This is an optimization exercise on Yosys and OpenROAD, whose aim is small area, a short achievable clock period and few clock cycles per item, not a production implementation. Only simulation tests tie the RTL to the original design; equivalence was not proved.

==> garnet <==
==> flow/design.v (excerpt) <==
module breakpoint_table_interpolator_unit (
	input  logic                   clk,
	input  logic                   arst_n,
	input  logic                   item_valid,
	output logic                   item_ready,
	input  logic                   item_func,
	input  logic [ENTRY_IDX_W-1:0] item_entry_index,
	input  logic [DATA_W-1:0]      item_x_value,
	input  logic [DATA_W-1:0]      item_y_value,
	output logic                   result_valid,
	input  logic                   result_ready,
	output logic [DATA_W-1:0]      result_y_result,
	input  logic                   cfg_we,
	input  logic [CFG_IDX_W-1:0]   cfg_index,
	input  logic [CFG_DATA_W-1:0]  cfg_wdata
);
	localparam int MD_LAT = 1 + SRT_STAGES;
	localparam int FIFO_D = MD_LAT + 6;
	localparam int FPTR_W = $clog2(FIFO_D);
	localparam int CNT_W  = $clog2(FIFO_D + 1);
	logic                 mode_q;
	logic [ENTRIES_W-1:0] entries_q;
	logic [IDX_W-1:0]     last_idx;
	logic                 item_acc, acc_lookup, res_pop;
	logic [TABLE_DEPTH-1:0][DATA_W-1:0] x_all, y_all;
	assign item_acc   = item_valid && item_ready;
	assign acc_lookup = item_acc && (item_func == FUNC_LOOKUP);
	always_ff @(posedge clk or negedge arst_n) begin
		if (!arst_n) begin
			mode_q    <= MODE_LINEAR;
			entries_q <= ENTRIES_W'(1);
		end else if (cfg_we) begin
			unique case (cfg_index)
				CFG_INTERP_MODE:    mode_q    <= cfg_wdata[0];
				CFG_ENTRIES_IN_USE: entries_q <= cfg_wdata[ENTRIES_W-1:0];
				default: ;
			endcase
		end
	end
	always_comb begin
		if (entries_q == '0) begin
			last_idx = '0;
		end else if (entries_q > ENTRIES_W'(TABLE_DEPTH)) begin
			last_idx = IDX_W'(TABLE_DEPTH - 1);
		end else begin
			last_idx = IDX_W'(entries_q - ENTRIES_W'(1));
		end
	end
	logic                   w_v_q;
	logic [IDX_W-1:0]       w_idx_q;
	logic [DATA_W-1:0]      w_x_q, w_y_q;
	always_ff @(posedge clk or negedge arst_n) begin
		if (!arst_n) w_v_q <= 1'b0;
		else w_v_q <= item_acc && (item_func == FUNC_LOAD);
	end
	always_ff @(posedge clk) begin
		w_idx_q <= item_entry_index;
		w_x_q   <= item_x_value;
		w_y_q   <= item_y_value;
	end
	bti_table_ram u_table (
		.clk  (clk),
		.we   (w_v_q),
		.waddr(w_idx_q),
		.wx   (w_x_q),
		.wy   (w_y_q),
		.x_all(x_all),
		.y_all(y_all)
	);
	logic              v_q;
	logic [DATA_W-1:0] q_q;
	always_ff @(posedge clk or negedge arst_n) begin
		if (!arst_n) v_q <= 1'b0;
		else v_q <= acc_lookup;
	end
  ...
make LEC_CHECK=0 CAP_MARGIN=30 CORE_MARGIN=2 CORE_UTILIZATION=25 PLACE_DENSITY=0.45 SETUP_SLACK_MARGIN=5 SLEW_MARGIN=40 SYNTH_MEMORY_MAX_BITS=8192 finish   # period 11.0 ns
run.sh (not shown) runs the stock make flow with config.mk's settings and CLKGATE_MAP_FILE= SYNTH_SCRIPT=/design/flow/synth_recipe.tcl, a recipe that flattens the netlist after the stock synthesis.
==> harbor: changes against garnet <==
--- a/flow/design.v
+++ b/flow/design.v
@@ -82,23 +82,16 @@
 				g_n[i] = gg[i] | (pp[i] & gg[i-w]);
 				p_n[i] = pp[i] & pp[i-w];
 			end
 			gg = g_n;
 			pp = p_n;
 		end
 		add_est = p ^ {gg[EST_W-2:0], 1'b0};
 	endfunction
-	function automatic logic [EST_W-1:0] spec_est(input logic [REM_W-1:0] s2,
-			input logic [REM_W-1:0] c2, input logic [REM_W-1:0] a);
-		logic [REM_W-1:0] x, m;
-		x = s2 ^ c2 ^ a;
-		m = (s2 & c2) | (s2 & a) | (c2 & a);
-		spec_est = add_est(x[REM_W-3:REM_W-2-EST_W], m[REM_W-4:REM_W-3-EST_W]);
-	endfunction
 	logic [63:0]       ps, pc, ps_q, pc_q;
 	logic [DATA_W-1:0] den1_q;
 	logic [PAY_W-1:0]  pay1_q;
 	logic [63:0]       prod;
 	bti_mul_cs #(
 		.W(DATA_W)
 	) u_mul (
 		.a (num),
@@ -118,17 +111,17 @@
 	logic [SRT_STAGES-1:0][DATA_W-1:0] den_q;
 	logic [SRT_STAGES-1:0][PAY_W-1:0]  pay_q;
 	for (genvar g = 0; g < SRT_STAGES; g++) begin : g_div
 		localparam int NSTEP = (g == 0) ? SRT_FIRST : SRT_STEPS;
 		logic [REM_W-1:0]  s_in, c_in, s_c, c_c, s2, c2, addend, maj, d1, d2;
 		logic [QB_W-1:0]   pq_in, nq_in, pq_c, nq_c;
 		logic [DATA_W-1:0] den_in;
 		logic [PAY_W-1:0]  pay_in;
-		logic [EST_W-1:0]  est, est_nx, e_p2, e_p1, e_z, e_m1, e_m2;
+		logic [EST_W-1:0]  est;
 		logic [3:0]        dig;
 		if (g == 0) begin : g_first
 			assign s_in   = {{(REM_W - 30){1'b0}}, prod[63:34]};
 			assign c_in   = '0;
 			assign pq_in  = prod[33:0];
 			assign nq_in  = '0;
 			assign den_in = den1_q;
 			assign pay_in = pay1_q;
@@ -138,39 +131,26 @@
 			assign pq_in  = pq_q[g-1];
 			assign nq_in  = nq_q[g-1];
 			assign den_in = den_q[g-1];
 			assign pay_in = pay_q[g-1];
 		end
 		assign d1 = {{(REM_W - DATA_W){1'b0}}, den_in};
 		assign d2 = {{(REM_W - DATA_W - 1){1'b0}}, den_in, 1'b0};
 		always_comb begin
-			s_c    = s_in;
-			c_c    = c_in;
-			pq_c   = pq_in;
-			nq_c   = nq_in;
-			est_nx = '0;
+			s_c  = s_in;
+			c_c  = c_in;
+			pq_c = pq_in;
+			nq_c = nq_in;
 			for (int k = 0; k < NSTEP; k++) begin
 				s2  = {s_c[REM_W-3:0], pq_c[QB_W-1:QB_W-2]};
 				c2  = {c_c[REM_W-3:0], 2'b00};
-				if (k == 0) begin
-					est = add_est(s2[REM_W-1:REM_W-EST_W], c2[REM_W-1:REM_W-EST_W]);
-				end else begin
-					est = est_nx;
-				end
+				est = add_est(s2[REM_W-1:REM_W-EST_W], c2[REM_W-1:REM_W-EST_W]);
 				dig = sel_digit(est, den_in[DATA_W-2:DATA_W-4]);
 				addend = dig[3] ? ~d2 : dig[2] ? ~d1 : dig[1] ? d1 : dig[0] ? d2 : '0;
-				e_p2 = spec_est(s2, c2, ~d2);
-				e_p1 = spec_est(s2, c2, ~d1);
-				e_z  = spec_est(s2, c2, '0);
-				e_m1 = spec_est(s2, c2, d1);
-				e_m2 = spec_est(s2, c2, d2);
-				est_nx = ({EST_W{dig[3]}} & e_p2) | ({EST_W{dig[2]}} & e_p1) |
-					({EST_W{dig[1]}} & e_m1) | ({EST_W{dig[0]}} & e_m2) |
-					({EST_W{dig == 4'd0}} & e_z);
 				s_c  = s2 ^ c2 ^ addend;
 				maj  = (s2 & c2) | (s2 & addend) | (c2 & addend);
 				c_c  = {maj[REM_W-2:0], dig[3] || dig[2]};
 				pq_c = {pq_c[QB_W-3:0], dig[3], dig[2]};
 				nq_c = {nq_c[QB_W-3:0], dig[0], dig[1]};
 			end
 		end
 		always_ff @(posedge clk) begin
@@ -499,62 +479,63 @@
 	end
 	always_ff @(posedge clk) begin
 		q_s       <= q_q;
 		s_hot_s   <= s_hot;
 		pick_hi_s <= case_hi;
 		interp_s  <= !case_lo && !case_hi && (mode_q == MODE_LINEAR);
 	end
 	logic [TABLE_DEPTH/2-1:0] esel, osel;
-	logic                     s_odd, y_swap;
-	logic [DATA_W-1:0]        xe, xo, ye, yo, x_lo, x_hi, ysel, yoth;
+	logic                     s_odd;
+	logic [DATA_W-1:0]        xe, xo, ye, yo, x_lo, x_hi, y_lo, y_hi;
+	logic [DATA_W-1:0]        num, den, mag, ysel;
+	logic                     neg;
 	always_comb begin
 		s_odd = 1'b0;
 		xe = '0;
 		xo = '0;
 		ye = '0;
 		yo = '0;
 		for (int k = 0; k < TABLE_DEPTH / 2; k++) begin
 			esel[k] = s_hot_s[2*k] || s_hot_s[2*k+1];
 			osel[k] = s_hot_s[2*k+1] || ((2*k+2 < TABLE_DEPTH) ? s_hot_s[(2*k+2) % TABLE_DEPTH] : 1'b0);
 			s_odd   = s_odd || s_hot_s[2*k+1];
 			xe = xe | ({DATA_W{esel[k]}} & x_all[2*k]);
 			ye = ye | ({DATA_W{esel[k]}} & y_all[2*k]);
 			xo = xo | ({DATA_W{osel[k]}} & x_all[2*k+1]);
 			yo = yo | ({DATA_W{osel[k]}} & y_all[2*k+1]);
 		end
-		y_swap = s_odd ^ pick_hi_s;
 		x_lo = s_odd ? xe : xo;
 		x_hi = s_odd ? xo : xe;
-		ysel = y_swap ? ye : yo;
-		yoth = y_swap ? yo : ye;
+		y_lo = s_odd ? ye : yo;
+		y_hi = s_odd ? yo : ye;
+		num  = q_s - x_lo;
+		den  = x_hi - x_lo;
+		neg  = !sge(y_hi, y_lo);
+		mag  = neg ? (y_lo - y_hi) : (y_hi - y_lo);
+		ysel = pick_hi_s ? y_hi : y_lo;
 	end
-	logic              v_r, interp_r;
-	logic [DATA_W-1:0] q_r, xlo_r, xhi_r, ysel_r, yoth_r;
+	logic              v_r, neg_r, interp_r;
+	logic [DATA_W-1:0] num_r, den_r, mag_r, ysel_r;
 	always_ff @(posedge clk or negedge arst_n) begin
 		if (!arst_n) v_r <= 1'b0;
 		else v_r <= v_s;
 	end
 	always_ff @(posedge clk) begin
-		q_r      <= q_s;
-		xlo_r    <= x_lo;
-		xhi_r    <= x_hi;
+		num_r    <= num;
+		den_r    <= den;
+		mag_r    <= mag;
+		neg_r    <= neg;
 		ysel_r   <= ysel;
-		yoth_r   <= yoth;
 		interp_r <= interp_s;
 	end
-	logic [DATA_W-1:0] num, den, mag, num_sh, den_sh;
-	logic              neg;
+	logic [DATA_W-1:0] num_sh, den_sh;
 	always_comb begin
-		num    = q_r - xlo_r;
-		den    = xhi_r - xlo_r;
-		neg    = !sge(yoth_r, ysel_r);
-		mag    = neg ? (ysel_r - yoth_r) : (yoth_r - ysel_r);
-		num_sh = num;
-		den_sh = den;
+		num_sh = num_r;
+		den_sh = den_r;
 		if (den_sh[31:16] == '0) begin
 			den_sh = den_sh << 16;
 			num_sh = num_sh << 16;
 		end
 		if (den_sh[31:24] == '0) begin
 			den_sh = den_sh << 8;
 			num_sh = num_sh << 8;
 		end
@@ -578,18 +559,18 @@
 	assign bypass = v_r && !interp_r && !v_n && (v_md == '0);
 	always_ff @(posedge clk or negedge arst_n) begin
 		if (!arst_n) v_n <= 1'b0;
 		else v_n <= v_r && !bypass;
 	end
 	always_ff @(posedge clk) begin
 		num_n    <= num_sh;
 		den_n    <= den_sh;
-		mag_n    <= mag;
-		neg_n    <= neg;
+		mag_n    <= mag_r;
+		neg_n    <= neg_r;
 		ysel_n   <= ysel_r;
 		interp_n <= interp_r;
 	end
 	logic [DATA_W-1:0] res;
 	bti_mul_div u_mul_div (
 		.clk   (clk),
 		.num   (num_n),
 		.mag   (mag_n),
--- a/flow/config.mk
+++ b/flow/config.mk
@@ -4,11 +4,11 @@
 export VERILOG_FILES = /design/flow/design.v
 export SDC_FILE = /design/flow/constraint.sdc
 export NUM_CORES = 4
 export LEC_CHECK = 0
 export CAP_MARGIN = 30
 export CORE_MARGIN = 2
 export CORE_UTILIZATION = 25
 export PLACE_DENSITY = 0.45
-export SETUP_SLACK_MARGIN = 5
+export SETUP_SLACK_MARGIN = 4
 export SLEW_MARGIN = 40
 export SYNTH_MEMORY_MAX_BITS = 8192
==> results.yml <==
clocking:
  cts_resized: 506
timing:
  tightest_slew_ns: 1.08
floorplan:
  tap_cells: 17600
  coreArea_sq_um: 1320000
detailed_routing:
  drt_iter0_markers: 33100
status:
  status: "timing/DRC/antenna clean"
synth:
  syn_area_per_cell_sq_um: 12.4
finish:
  nClkBuffers: 1038
worst_setup_path:
  arrival_ns: 8.22
  startpoint: "w_x_q[14]$_DFF_P_"
the above is filed under harbor

==> results.yml <==
floorplan:
  coreArea_sq_um: 1390000
  tap_cells: 18500
  die_y_microns: 1180
status:
  status: "timing/DRC/antenna clean"
clocking:
  cts_resized: 846
timing:
  fmax_ghz: 0.164
  tightest_slew_ns: 1.11
finish:
  nClkBuffers: 1017
  final_cells: 48500
worst_setup_path:
  startpoint: "w_x_q[28]$_DFF_P_"
synth:
  syn_area_per_cell_sq_um: 12.0
  async_reset_ff_share_pct: 0.610
detailed_routing:
  drt_iter0_markers: 35900
the above is filed under garnet

Testbench counts of garnet, summed over its fixed seeds: cycles 3,929, lookups 2,304.
Testbench counts of harbor, summed over its fixed seeds: cycles 3,929, lookups 2,304.

-- re-timing with driven ports --
In the flow no input, the clock included, has a driving cell. The finished layouts below were timed again as built, in two steps. Step 1 sets driving cells, clkbuf_16 on the clock port and buf_2 on the other inputs (assumed; they add their load-dependent delay and slew). Step 2 moves the port delays by t, midway between the first and last clock arrival at a register: inputs arrive t later, outputs are due t later. That takes back most of the time a late clock gives input paths. Slacks: no drivers / after step 1 / after step 2; pairs: no drivers / after step 1.
run	shift t [ns]	slack for setup (ns)	hold slack, ns	worst slew at a driven data input, ns
garnet	1.329	4.908 / 4.904 / 4.908	0.245 / 0.245 / 0.245	0.23
harbor	1.305	3.835 / 3.835 / 3.835	0.264 / 0.264 / 0.264	0.24
After both steps setup and hold are still met in every run listed.
